Background: an optimization exercise with open tools, aiming at small area, a short achievable clock period and few clock cycles per item. Do not read the settings as production practice. Function was checked by simulation only, so behaviour that the tests miss may differ from the original. Power is estimated from default activity; no workload was simulated.

==> build 32 <==
==> flow/design.v (excerpt) <==
module mm_kernel (
  input  logic                          ap_clk,
  input  logic                          areset,
  input  logic                          i_ap_start,
  input  logic [mm_pkg::PROD_CNT_W-1:0] i_num_products,
  input  logic                          i_beat_valid,
  input  logic [mm_pkg::BEAT_W-1:0]     i_beat,
  output logic                          o_ap_idle,
  output logic                          o_ap_done,
  output logic                          o_c_valid,
  output logic [mm_pkg::ROW_W-1:0]      o_c_row,
  output logic                          o_c_last
);
Settings: LEC_CHECK=0, CAP_MARGIN=20, CORE_MARGIN=2, CORE_UTILIZATION=60, SLEW_MARGIN=20, SYNTH_HIERARCHICAL=1, SYNTH_MINIMUM_KEEP_SIZE=0; clock period 10.5 ns.
standard.sh (not shown) runs the stock make flow with config.mk's settings and CLKGATE_MAP_FILE= SYNTH_SCRIPT=/design/flow/synth_recipe.tcl, a recipe that flattens the netlist after the stock synthesis.
==> flow/flow/run.sh <==
#!/bin/bash
# The standard layout, with timing repair aimed past the clock period:
# repair_timing works until the setup slack reaches SETUP_SLACK_MARGIN, so the
# layout is optimised for a shorter period than the constraint asks for.
# Antenna repair after detailed routing gets more rounds than the default five,
# and flow/antenna.tcl adds one with a ratio margin if a violation is left.
# The clock, the constraints and every other step are the standard ones.
set -euo pipefail
MARGIN=${MARGIN:-7.1}
bash standard.sh SETUP_SLACK_MARGIN=$MARGIN TNS_END_PERCENT=10 MAX_REPAIR_ANTENNAS_ITER_DRT=10 \
  POST_DETAIL_ROUTE_TCL="$PWD/flow/antenna.tcl" finish > flow_make.log 2>&1
==> flow/flow/antenna.tcl <==
# Runs after ORFS's detailed routing and its antenna rounds (POST_DETAIL_ROUTE_TCL).
# If an antenna violation is left, repair once more with a margin on the ratios and
# with repairs allowed in congested spots, then route again.
if { [check_antennas] } {
  repair_antennas -ratio_margin 20 -allow_congestion
  detailed_route {*}$::all_args
  check_antennas
}
==> inputs of trial 73, as changes to build 32 <==
Settings changed: CORE_UTILIZATION 60 to 57.
==> inputs of trial 60, as changes to build 32 <==
==> flow/flow/run.sh (replaced) <==
#!/bin/bash
# The standard layout, with timing repair aimed past the clock period:
# repair_timing works until the setup slack reaches SETUP_SLACK_MARGIN, so the
# layout is optimised for a shorter period than the constraint asks for.
# Antenna repair after detailed routing gets more rounds than the default five.
# The clock, the constraints and every other step are the standard ones.
set -euo pipefail
MARGIN=${MARGIN:-7.1}
bash standard.sh SETUP_SLACK_MARGIN=$MARGIN TNS_END_PERCENT=10 MAX_REPAIR_ANTENNAS_ITER_DRT=10 finish > flow_make.log 2>&1
removed: flow/flow/antenna.tcl
==> comparison table <==
Proportion of cell area spent on the clock network: trial 73 4.41%; trial 60 4.34%; build 32 4.34%
Final wirelength: trial 73 538000 um; trial 60 526000 um; build 32 527000 um
Area of the die: trial 73 260000 um^2; trial 60 247000 um^2; build 32 247000 um^2
HPWL after detailed placement: trial 73 342000 um; trial 60 336000 um; build 32 336000 um
Multi-input gate share of total cell area: trial 73 64.1%; trial 60 64.5%; build 32 64.4%
VDD IR-drop max: trial 73 0.163 mV; trial 60 0.211 mV; build 32 0.212 mV
Global Route met3 Usage: trial 73 14.1%; trial 60 16.4%; build 32 16.4%
Critical-path maximum fanout: trial 73 42; trial 60 56; build 32 56
CLK BUF: trial 73 248; trial 60 234; build 32 234
Endpoint of the worst hold-timing path: trial 73 u_decode.a_q[11][5]$_DFF_P_; trial 60 u_decode.a_q[11][4]$_DFF_P_; build 32 u_decode.a_q[11][4]$_DFF_P_
Number of buffers on the longest clock path: trial 73 4; trial 60 3; build 32 3
Fraction of power spent switching nets: trial 73 41.7%; trial 60 41.7%; build 32 41.7%
Final min period: trial 73 3580 ps; trial 60 3560 ps; build 32 3580 ps
Area Growth Syn to Fin: trial 73 8.53%; trial 60 7.93%; build 32 8.03%
Placed Cells: trial 73 15018; trial 60 14825; build 32 14825
Area of the multi-input gates: trial 73 101000 um^2; trial 60 101000 um^2; build 32 101000 um^2
Via count: trial 73 103932; trial 60 104201; build 32 104415
Met1 global-route usage: trial 73 55.3%; trial 60 56.6%; build 32 56.6%
Die X-Extent: trial 73 510 um; trial 60 497 um; build 32 497 um
Storage element area: trial 73 33300 um^2; trial 60 33300 um^2; build 32 33300 um^2
Status: trial 73 timing/DRC/antenna clean; trial 60 complete, but fails checks; build 32 complete, but fails checks
Violated checks: trial 73 -; trial 60 antenna violations; build 32 antenna violations
Average via count per standard cell: trial 73 6.63; trial 60 6.75; build 32 6.74
Data arrival time of the worst path: trial 73 4360 ps; trial 60 4250 ps; build 32 4260 ps
Total power: trial 73 38.6 mW; trial 60 38.4 mW; build 32 38.4 mW
Testbench counts of build 32, summed over its fixed seeds: cycles 4,588, products 286.
Testbench counts of trial 73, summed over its fixed seeds: cycles 4,588, products 286.
Testbench counts of trial 60, summed over its fixed seeds: cycles 4,588, products 286.

* * *

==> maple: inputs <==
mm_kernel, a different RTL version from the one above (not shown whole).
==> module mm_decode, before the edit <==
module mm_decode (
  input  logic                      ap_clk,
  input  logic                      areset,
  input  logic                      i_run_active,
  input  logic                      i_beat_valid,
  input  logic [mm_pkg::BEAT_W-1:0] i_beat,
  input  logic                      i_final,
  output logic [4*24-1:0]           o_dig,
  output logic [4*64-1:0]           o_b,
  output logic [3:0]                o_first,
  output logic                      o_last,
  output logic                      o_final
);
  localparam int N  = mm_pkg::MATRIX_DIM;
  localparam int LW = mm_pkg::LANE_W;
  logic        beat_accept;
  logic        beat_last;
  logic        open_q;
  logic        first_q;
  logic        last_q;
  logic        final_q;
  logic [LW-1:0] a_in  [N];
  logic [LW-1:0] a_q   [N][N-1];
  logic [23:0]   enc   [N];
  logic [23:0]   dig_q [N];
  logic [63:0]   b_q   [N];
  logic [N-1:1]  first_d;
  assign beat_accept = i_beat_valid & i_run_active;
  assign beat_last   = i_beat[0];
  always_comb begin
    for (int r = 0; r < N; r++) begin
      a_in[r] = i_beat[1 + N*LW + r*LW +: LW] & {LW{beat_accept}};
    end
  end
  for (genvar r = 0; r < N; r++) begin : g_enc
    logic [LW:0] a;
    if (r == 0) begin : g_now
      assign a = {a_in[0], 1'b0};
    end else begin : g_late
      assign a = {a_q[r][r-1], 1'b0};
    end
    for (genvar i = 0; i < LW/2; i++) begin : g_dig
      assign enc[r][i]      = a[2*i+1] ^ a[2*i];
      assign enc[r][8 + i]  = (a[2*i+2] & ~a[2*i+1] & ~a[2*i]) |
                              (~a[2*i+2] & a[2*i+1] & a[2*i]);
      assign enc[r][16 + i] = a[2*i+2];
    end
  end
  always_ff @(posedge ap_clk) begin
    if (areset) begin
      open_q  <= 1'b1;
      first_q <= 1'b0;
      last_q  <= 1'b0;
      final_q <= 1'b0;
    end else begin
      first_q <= beat_accept & open_q;
      last_q  <= beat_accept & beat_last;
      final_q <= beat_accept & beat_last & i_final;
      if (!i_run_active) begin
        open_q <= 1'b1;
      end else if (beat_accept) begin
        open_q <= beat_last;
      end
    end
  end
  always_ff @(posedge ap_clk) begin
    for (int r = 1; r < N; r++) begin
      a_q[r][0] <= a_in[r];
      for (int k = 1; k < N-1; k++) begin
        if (k < r) a_q[r][k] <= a_q[r][k-1];
      end
    end
    for (int r = 0; r < N; r++) begin
      dig_q[r] <= enc[r];
    end
    b_q[0] <= i_beat[1 +: 64];
    for (int k = 1; k < N; k++) begin
      b_q[k] <= b_q[k-1];
    end
    first_d[1] <= first_q;
    for (int k = 2; k < N; k++) begin
      first_d[k] <= first_d[k-1];
    end
  end
  for (genvar r = 0; r < N; r++) begin : g_out
    assign o_dig[24*r +: 24] = dig_q[r];
    assign o_b[64*r +: 64]   = b_q[r];
  end
  assign o_first = {first_d, first_q};
  assign o_last  = last_q;
  assign o_final = final_q;
endmodule
==> module mm_result, before the edit <==
module mm_result (
  input  logic                     ap_clk,
  input  logic                     areset,
  input  logic                     i_last,
  input  logic                     i_final,
  input  logic [mm_pkg::MAT_W-1:0] i_s,
  input  logic [mm_pkg::MAT_W-1:0] i_c,
  output logic                     o_c_valid,
  output logic [mm_pkg::ROW_W-1:0] o_c_row,
  output logic                     o_c_last,
  output logic                     o_done
);
  localparam int N  = mm_pkg::MATRIX_DIM;
  localparam int AW = mm_pkg::ACC_W;
  logic [N-1:0]                sel_q;
  logic [N-1:0]                fin_q;
  logic [N-1:0][AW-1:0]        s_row;
  logic [N-1:0][AW-1:0]        c_row;
  logic [mm_pkg::ROW_W-1:0]    row_q;
  logic                        valid_q;
  logic                        last_q;
  logic                        done_q;
  always_comb begin
    for (int c = 0; c < N; c++) begin
      s_row[c] = '0;
      c_row[c] = '0;
      for (int r = 0; r < N; r++) begin
        s_row[c] = s_row[c] | (i_s[128*r + 32*c +: 32] & mm_pkg::ACC_LIVE0 & {AW{sel_q[r]}});
        c_row[c] = c_row[c] | (i_c[128*r + 32*c +: 32] & mm_pkg::ACC_LIVE1 & {AW{sel_q[r]}});
      end
    end
  end
  always_ff @(posedge ap_clk) begin
    for (int c = 0; c < N; c++) begin
      row_q[32*c +: 32] <= s_row[c] + c_row[c];
    end
  end
  always_ff @(posedge ap_clk) begin
    if (areset) begin
      sel_q   <= '0;
      fin_q   <= '0;
      valid_q <= 1'b0;
      last_q  <= 1'b0;
      done_q  <= 1'b0;
    end else begin
      sel_q   <= {sel_q[N-2:0], i_last};
      fin_q   <= {fin_q[N-2:0], i_final};
      valid_q <= |sel_q;
      last_q  <= sel_q[N-1];
      done_q  <= sel_q[N-1] & fin_q[N-1];
    end
  end
  assign o_c_valid = valid_q;
  assign o_c_row   = row_q;
  assign o_c_last  = last_q;
  assign o_done    = done_q;
endmodule
==> flow/config.mk <==
export PLATFORM = sky130hd
export DESIGN_NAME = mm_kernel
export DESIGN_NICKNAME = mm_kernel
export VERILOG_FILES = /design/flow/design.v
export SDC_FILE = /design/flow/constraint.sdc
export NUM_CORES = 4
export LEC_CHECK = 0
export CAP_MARGIN = 20
export CORE_MARGIN = 2
export CORE_UTILIZATION = 50
export SLEW_MARGIN = 20
export SYNTH_HIERARCHICAL = 1
export SYNTH_MINIMUM_KEEP_SIZE = 0
==> flow/constraint.sdc <==
create_clock -name core_clock -period 10.5 [get_ports {ap_clk}]
set_input_delay 2.1000 -clock core_clock [delete_from_list [all_inputs] [get_ports {ap_clk}]]
set_output_delay 2.1000 -clock core_clock [all_outputs]
set_load 0.01 [all_outputs]
==> flow/flow/run.sh <==
#!/bin/bash
# The standard layout, with timing repair aimed past the clock period:
# repair_timing works until the setup slack reaches SETUP_SLACK_MARGIN, so the
# layout is optimised for a shorter period than the constraint asks for.
# The clock, the constraints and every other step are the standard ones.
set -euo pipefail
MARGIN=${MARGIN:-7.0}
bash standard.sh SETUP_SLACK_MARGIN=$MARGIN TNS_END_PERCENT=10 finish > flow_make.log 2>&1
==> inputs of fjord, as changes to maple <==
--- a/flow/design.v
+++ b/flow/design.v
@@ -9,6 +9,4 @@
   localparam int ROW_W = MATRIX_DIM * ACC_W;
   localparam int MAT_W = MATRIX_DIM * ROW_W;
-  localparam logic [ACC_W-1:0] ACC_LIVE0 = 32'hffffffff;
-  localparam logic [ACC_W-1:0] ACC_LIVE1 = 32'h7fffffe0;
 endpackage
 `timescale 1ns/1ps
@@ -83,29 +81,20 @@
   logic        last_q;
   logic        final_q;
-  logic [LW-1:0] a_in  [N];
-  logic [LW-1:0] a_q   [N][N-1];
-  logic [23:0]   enc   [N];
-  logic [23:0]   dig_q [N];
-  logic [63:0]   b_q   [N];
-  logic [N-1:1]  first_d;
+  logic [23:0] enc [N];
+  logic [23:0] dig_q [N][N];
+  logic [63:0] b_q [N];
+  logic [N-1:1] first_d;
   assign beat_accept = i_beat_valid & i_run_active;
   assign beat_last   = i_beat[0];
   always_comb begin
     for (int r = 0; r < N; r++) begin
-      a_in[r] = i_beat[1 + N*LW + r*LW +: LW] & {LW{beat_accept}};
-    end
-  end
-  for (genvar r = 0; r < N; r++) begin : g_enc
-    logic [LW:0] a;
-    if (r == 0) begin : g_now
-      assign a = {a_in[0], 1'b0};
-    end else begin : g_late
-      assign a = {a_q[r][r-1], 1'b0};
-    end
-    for (genvar i = 0; i < LW/2; i++) begin : g_dig
-      assign enc[r][i]      = a[2*i+1] ^ a[2*i];
-      assign enc[r][8 + i]  = (a[2*i+2] & ~a[2*i+1] & ~a[2*i]) |
-                              (~a[2*i+2] & a[2*i+1] & a[2*i]);
-      assign enc[r][16 + i] = a[2*i+2];
+      logic [LW:0] a;
+      a = {i_beat[1 + 2*N*LW/2 + r*LW +: LW], 1'b0};
+      for (int i = 0; i < LW/2; i++) begin
+        enc[r][i]      = beat_accept & (a[2*i+1] ^ a[2*i]);
+        enc[r][8 + i]  = beat_accept & ((a[2*i+2] & ~a[2*i+1] & ~a[2*i]) |
+                                        (~a[2*i+2] & a[2*i+1] & a[2*i]));
+        enc[r][16 + i] = beat_accept & a[2*i+2];
+      end
     end
   end
@@ -128,12 +117,9 @@
   end
   always_ff @(posedge ap_clk) begin
-    for (int r = 1; r < N; r++) begin
-      a_q[r][0] <= a_in[r];
-      for (int k = 1; k < N-1; k++) begin
-        if (k < r) a_q[r][k] <= a_q[r][k-1];
-      end
-    end
     for (int r = 0; r < N; r++) begin
-      dig_q[r] <= enc[r];
+      dig_q[r][0] <= enc[r];
+      for (int k = 1; k < N; k++) begin
+        if (k <= r) dig_q[r][k] <= dig_q[r][k-1];
+      end
     end
     b_q[0] <= i_beat[1 +: 64];
@@ -147,5 +133,5 @@
   end
   for (genvar r = 0; r < N; r++) begin : g_out
-    assign o_dig[24*r +: 24] = dig_q[r];
+    assign o_dig[24*r +: 24] = dig_q[r][r];
     assign o_b[64*r +: 64]   = b_q[r];
   end
@@ -795,6 +781,6 @@
       c_row[c] = '0;
       for (int r = 0; r < N; r++) begin
-        s_row[c] = s_row[c] | (i_s[128*r + 32*c +: 32] & mm_pkg::ACC_LIVE0 & {AW{sel_q[r]}});
-        c_row[c] = c_row[c] | (i_c[128*r + 32*c +: 32] & mm_pkg::ACC_LIVE1 & {AW{sel_q[r]}});
+        s_row[c] = s_row[c] | (i_s[128*r + 32*c +: 32] & {AW{sel_q[r]}});
+        c_row[c] = c_row[c] | (i_c[128*r + 32*c +: 32] & {AW{sel_q[r]}});
       end
     end
Settings changed: CORE_UTILIZATION 50 to 35.
==> qor summary <==
	maple	fjord
Run status	complete, no violations	complete, no violations
Die height	541 µm	654 µm
Clk cell area share	4.24%	4.19%
1st-pass router iterations	7	9
Comb_multi_in	9310	9672
Post-Synthesis Mean Instance Area	11.6 µm²	11.5 µm²
Number of well taps	3781	5640
Placed Cells incl. Taps	15400	17600
Count of vias placed by the detailed router	108000	109000
Routed wl met3	84100 µm	83000 µm
Die extent in x	541 µm	654 µm
Post-layout total power	39500 µW	37100 µW
Average via count per standard cell	6.64	5.87
Testbench counts of maple, summed over its fixed seeds: cycles 4,588, products 286.
Testbench counts of fjord, summed over its fixed seeds: cycles 4,588, products 286.

* * *

==> branch yarrow <==
mm_kernel, a different RTL version from the one above (not shown whole).
==> module mm_decode, before the edit <==
module mm_decode (
  input  logic                      ap_clk,
  input  logic                      areset,
  input  logic                      i_run_active,
  input  logic                      i_beat_valid,
  input  logic [mm_pkg::BEAT_W-1:0] i_beat,
  input  logic                      i_final,
  output logic [4*24-1:0]           o_dig,
  output logic [4*64-1:0]           o_b,
  output logic [3:0]                o_first,
  output logic                      o_last,
  output logic                      o_final
);
  localparam int N  = mm_pkg::MATRIX_DIM;
  localparam int LW = mm_pkg::LANE_W;
  logic        beat_accept;
  logic        beat_last;
  logic        open_q;
  logic        first_q;
  logic        last_q;
  logic        final_q;
  logic [LW-1:0] a_in  [N];
  logic [LW-1:0] a_q   [N][N-1];
  logic [23:0]   enc   [N];
  logic [23:0]   dig_q [N];
  logic [63:0]   b_q   [N];
  logic [N-2:1]  first_d;
  assign beat_accept = i_beat_valid & i_run_active;
  assign beat_last   = i_beat[0];
  always_comb begin
    for (int r = 0; r < N; r++) begin
      a_in[r] = i_beat[1 + N*LW + r*LW +: LW] & {LW{beat_accept}};
    end
  end
  for (genvar r = 0; r < N; r++) begin : g_enc
    logic [LW:0] a;
    if (r == 0) begin : g_now
      assign a = {a_in[0], 1'b0};
    end else begin : g_late
      assign a = {a_q[r][r-1], 1'b0};
    end
    for (genvar i = 0; i < LW/2; i++) begin : g_dig
      assign enc[r][i]      = a[2*i+1] ^ a[2*i];
      assign enc[r][8 + i]  = (a[2*i+2] & ~a[2*i+1] & ~a[2*i]) |
                              (~a[2*i+2] & a[2*i+1] & a[2*i]);
      assign enc[r][16 + i] = a[2*i+2];
    end
  end
  always_ff @(posedge ap_clk) begin
    if (areset) begin
      open_q  <= 1'b1;
      first_q <= 1'b0;
      last_q  <= 1'b0;
      final_q <= 1'b0;
    end else begin
      first_q <= beat_accept & open_q;
      last_q  <= beat_accept & beat_last;
      final_q <= beat_accept & beat_last & i_final;
      if (!i_run_active) begin
        open_q <= 1'b1;
      end else if (beat_accept) begin
        open_q <= beat_last;
      end
    end
  end
  always_ff @(posedge ap_clk) begin
    for (int r = 1; r < N; r++) begin
      a_q[r][0] <= a_in[r];
      for (int k = 1; k < N-1; k++) begin
        if (k < r) a_q[r][k] <= a_q[r][k-1];
      end
    end
    for (int r = 0; r < N; r++) begin
      dig_q[r] <= enc[r];
    end
    b_q[0] <= i_beat[1 +: 64];
    for (int k = 1; k < N; k++) begin
      b_q[k] <= b_q[k-1];
    end
    first_d[1] <= first_q;
    for (int k = 2; k < N-1; k++) begin
      first_d[k] <= first_d[k-1];
    end
  end
  for (genvar r = 0; r < N; r++) begin : g_out
    assign o_dig[24*r +: 24] = dig_q[r];
    assign o_b[64*r +: 64]   = b_q[r];
  end
  assign o_first = {first_d, first_q, ~areset & beat_accept & open_q};
  assign o_last  = last_q;
  assign o_final = final_q;
endmodule
==> module mm_execute, before the edit <==
module mm_execute (
  input  logic                     ap_clk,
  input  logic [4*24-1:0]          i_dig,
  input  logic [4*64-1:0]          i_b,
  input  logic [3:0]               i_first,
  output logic [mm_pkg::MAT_W-1:0] o_s,
  output logic [mm_pkg::MAT_W-1:0] o_c
);
  localparam int N = mm_pkg::MATRIX_DIM;
  for (genvar r = 0; r < N; r++) begin : g_row
    for (genvar c = 0; c < N; c++) begin : g_col
      mm_mac u_mac (
        .ap_clk (ap_clk),
        .one    (i_dig[24*r +: 8]),
        .two    (i_dig[24*r + 8 +: 8]),
        .neg    (i_dig[24*r + 16 +: 8]),
        .b      (i_b[64*r + 16*c +: 16]),
        .first_in (i_first[r]),
        .o_s    (o_s[128*r + 32*c +: 32]),
        .o_c    (o_c[128*r + 32*c +: 32])
      );
    end
  end
endmodule
export LEC_CHECK = 0
export CAP_MARGIN = 20
export CORE_MARGIN = 2
export CORE_UTILIZATION = 62
export SLEW_MARGIN = 20
export SYNTH_HIERARCHICAL = 1
export SYNTH_MINIMUM_KEEP_SIZE = 0
create_clock -name core_clock -period 10.5 [get_ports {ap_clk}]
==> flow/flow/run.sh <==
#!/bin/bash
# The standard layout, with timing repair aimed past the clock period:
# repair_timing works until the setup slack reaches SETUP_SLACK_MARGIN, so the
# layout is optimised for a shorter period than the constraint asks for.
# The clock, the constraints and every other step are the standard ones.
set -euo pipefail
MARGIN=${MARGIN:-7.1}
bash standard.sh SETUP_SLACK_MARGIN=$MARGIN TNS_END_PERCENT=10 finish > flow_make.log 2>&1
==> inputs of branch onyx, as changes to branch yarrow <==
- CORE_UTILIZATION: 62 -> 50
==> inputs of branch willow, as changes to branch yarrow <==
--- a/flow/design.v
+++ b/flow/design.v
@@ -86,5 +86,4 @@
   logic [LW-1:0] a_q   [N][N-1];
   logic [23:0]   enc   [N];
-  logic [23:0]   dig_q [N];
   logic [63:0]   b_q   [N];
   logic [N-2:1]  first_d;
@@ -134,7 +133,4 @@
       end
     end
-    for (int r = 0; r < N; r++) begin
-      dig_q[r] <= enc[r];
-    end
     b_q[0] <= i_beat[1 +: 64];
     for (int k = 1; k < N; k++) begin
@@ -147,5 +143,5 @@
   end
   for (genvar r = 0; r < N; r++) begin : g_out
-    assign o_dig[24*r +: 24] = dig_q[r];
+    assign o_dig[24*r +: 24] = enc[r];
     assign o_b[64*r +: 64]   = b_q[r];
   end
@@ -746,4 +742,13 @@
   assign o_c = acc1_q;
 endmodule
+module mm_dig (
+  input  logic        ap_clk,
+  input  logic [23:0] d,
+  output logic [23:0] q
+);
+  always_ff @(posedge ap_clk) begin
+    q <= d;
+  end
+endmodule
 module mm_execute (
   input  logic                     ap_clk,
@@ -756,10 +761,18 @@
   localparam int N = mm_pkg::MATRIX_DIM;
   for (genvar r = 0; r < N; r++) begin : g_row
+    logic [23:0] dig [N/2];
+    for (genvar p = 0; p < N/2; p++) begin : g_pair
+      mm_dig u_dig (
+        .ap_clk (ap_clk),
+        .d      (i_dig[24*r +: 24]),
+        .q      (dig[p])
+      );
+    end
     for (genvar c = 0; c < N; c++) begin : g_col
       mm_mac u_mac (
         .ap_clk (ap_clk),
-        .one    (i_dig[24*r +: 8]),
-        .two    (i_dig[24*r + 8 +: 8]),
-        .neg    (i_dig[24*r + 16 +: 8]),
+        .one    (dig[c/2][7:0]),
+        .two    (dig[c/2][15:8]),
+        .neg    (dig[c/2][23:16]),
         .b      (i_b[64*r + 16*c +: 16]),
         .first_in (i_first[r]),
@@ -771,4 +784,38 @@
 endmodule
 `timescale 1ns/1ps
+module mm_result_col (
+  input  logic                  ap_clk,
+  input  logic                  areset,
+  input  logic                  i_last,
+  input  logic [4*32-1:0]       i_s,
+  input  logic [4*32-1:0]       i_c,
+  output logic [31:0]           o_sum
+);
+  localparam int N  = mm_pkg::MATRIX_DIM;
+  localparam int AW = mm_pkg::ACC_W;
+  logic [N-1:0]  sel_q;
+  logic [AW-1:0] s_row;
+  logic [AW-1:0] c_row;
+  logic [AW-1:0] sum_q;
+  always_comb begin
+    s_row = '0;
+    c_row = '0;
+    for (int r = 0; r < N; r++) begin
+      s_row = s_row | (i_s[32*r +: 32] & mm_pkg::ACC_LIVE0 & {AW{sel_q[r]}});
+      c_row = c_row | (i_c[32*r +: 32] & mm_pkg::ACC_LIVE1 & {AW{sel_q[r]}});
+    end
+  end
+  always_ff @(posedge ap_clk) begin
+    sum_q <= s_row + c_row;
+  end
+  always_ff @(posedge ap_clk) begin
+    if (areset) begin
+      sel_q <= '0;
+    end else begin
+      sel_q <= {sel_q[N-2:0], i_last};
+    end
+  end
+  assign o_sum = sum_q;
+endmodule
 module mm_result (
   input  logic                     ap_clk,
@@ -784,27 +831,24 @@
 );
   localparam int N  = mm_pkg::MATRIX_DIM;
-  localparam int AW = mm_pkg::ACC_W;
-  logic [N-1:0]                sel_q;
-  logic [N-1:0]                fin_q;
-  logic [N-1:0][AW-1:0]        s_row;
-  logic [N-1:0][AW-1:0]        c_row;
-  logic [mm_pkg::ROW_W-1:0]    row_q;
-  logic                        valid_q;
-  logic                        last_q;
-  logic                        done_q;
-  always_comb begin
-    for (int c = 0; c < N; c++) begin
-      s_row[c] = '0;
-      c_row[c] = '0;
-      for (int r = 0; r < N; r++) begin
-        s_row[c] = s_row[c] | (i_s[128*r + 32*c +: 32] & mm_pkg::ACC_LIVE0 & {AW{sel_q[r]}});
-        c_row[c] = c_row[c] | (i_c[128*r + 32*c +: 32] & mm_pkg::ACC_LIVE1 & {AW{sel_q[r]}});
-      end
-    end
-  end
-  always_ff @(posedge ap_clk) begin
-    for (int c = 0; c < N; c++) begin
-      row_q[32*c +: 32] <= s_row[c] + c_row[c];
-    end
+  logic [N-1:0] sel_q;
+  logic [N-1:0] fin_q;
+  logic         valid_q;
+  logic         last_q;
+  logic         done_q;
+  for (genvar c = 0; c < N; c++) begin : g_col
+    logic [4*32-1:0] s_col;
+    logic [4*32-1:0] c_col;
+    for (genvar r = 0; r < N; r++) begin : g_row
+      assign s_col[32*r +: 32] = i_s[128*r + 32*c +: 32];
+      assign c_col[32*r +: 32] = i_c[128*r + 32*c +: 32];
+    end
+    mm_result_col u_col (
+      .ap_clk (ap_clk),
+      .areset (areset),
+      .i_last (i_last),
+      .i_s    (s_col),
+      .i_c    (c_col),
+      .o_sum  (o_c_row[32*c +: 32])
+    );
   end
   always_ff @(posedge ap_clk) begin
@@ -824,5 +868,4 @@
   end
   assign o_c_valid = valid_q;
-  assign o_c_row   = row_q;
   assign o_c_last  = last_q;
   assign o_done    = done_q;
==> flow_results.org <==
** Status
- Outcome :: complete, no violations

** Finish
- In the final layout, the multi-input gates occupy 0.103 sq mm.
- Number of buffers other than clock buffers in the final layout :: 1080

** Routing
- Starting DRT DRC Count :: 15300

** Setup path
- Tracing the worst setup path back leads to its startpoint at u_decode.dig_q[2][8]$_DFF_P_.
- Critical Path End :: u_execute.g_row[2].g_col[2].u_mac.acc_q[16]$_DFF_P_

** Yosys
- Synthesis produced 12400 cells.

** GRT
- Antenna violations before repair :: 42
(the above is from branch yarrow)
==> flow_results.org <==
** Yosys
- Warning count from the yosys run :: 21
- Synthesis handed over a netlist of 12700 instances.

** Status
- Outcome :: complete, but fails checks
- Set of violated layout checks :: antenna rules

** GRT
- Antenna violations before repair :: 45

** Finish
- Summing all multi-input logic gate instances after layout gives 0.102 sq mm.

** Setup path
- Worst setup startpoint :: u_result.g_col[0].u_col.sum_q[12]$_DFF_P_
- Critical Path End :: o_c_row[12]

** Routing
- The first routing iteration left 14800 violations.
- Antenna Violating Nets Remaining :: 1
(the above is from branch willow)
==> flow_results.org <==
** Yosys
- Post-Syn Instances :: 12400

** Finish
- In the final layout, the multi-input gates occupy 0.103 sq mm.
- Non-clock buffers in the final layout number 1076.

** Status
- Outcome :: complete, no violations

** GRT
- Antenna violations before repair :: 65

** Setup path
- Tracing the worst setup path back leads to its startpoint at u_result.row_q[17]$_DFF_P_.
- Critical Path End :: o_c_row[17]

** Routing
- Starting DRT DRC Count :: 14400
(the above is from branch onyx)
Testbench counts of branch yarrow, summed over its fixed seeds: cycles 4,588, products 286.
Testbench counts of branch onyx, summed over its fixed seeds: cycles 4,588, products 286.
Testbench counts of branch willow, summed over its fixed seeds: cycles 4,588, products 286.

[afterwards: timing with drivers on the ports]
How much do the figures lean on ideal ports? The routed layouts below were timed once more, with nothing changed but the port constraints.
Step 1, drivers: a clkbuf_16 drives ap_clk and a buf_2 each remaining input, both assumed.
Step 2, shift: input delay + t, output delay - t, t = (earliest + latest rising clock arrival at the registers) / 2. This alone moves slack from input paths to output paths.
Slacks: no drivers / after step 1 / after step 2; pairs: no drivers / after step 1.
| run | shift t [ns] | slack for setup (ns) | worst setup path after step 2 | slew at the worst register clock pin (ns) | pins driven straight from the clock port |
|---|---|---|---|---|---|
| build 32 | 0.948 | 6.925 / 6.892 / 6.067 | input to register | 0.07 / 0.07 | 1 |
| trial 73 | 0.988 | 6.916 / 6.847 / 6.270 | input to register | 0.07 / 0.07 | 1 |
| trial 60 | 0.948 | 6.940 / 6.892 / 6.067 | input to register | 0.07 / 0.07 | 1 |
| maple | 0.997 | 6.782 / 6.763 / 6.442 | input to register | 0.07 / 0.07 | 1 |
| fjord | 1.060 | 6.871 / 6.790 / 6.488 | input to register | 0.08 / 0.08 | 1 |
| branch yarrow | 0.972 | 6.934 / 6.879 / 6.359 | input to register | 0.07 / 0.07 | 1 |
| branch onyx | 1.017 | 6.934 / 6.827 / 6.548 | input to register | 0.07 / 0.07 | 1 |
| branch willow | 0.962 | 6.973 / 6.870 / 6.331 | input to register | 0.07 / 0.07 | 1 |
For trial 60, which loses most, drivers alone change the setup slack by -0.048 ns; drivers and shift together by -0.873 ns.
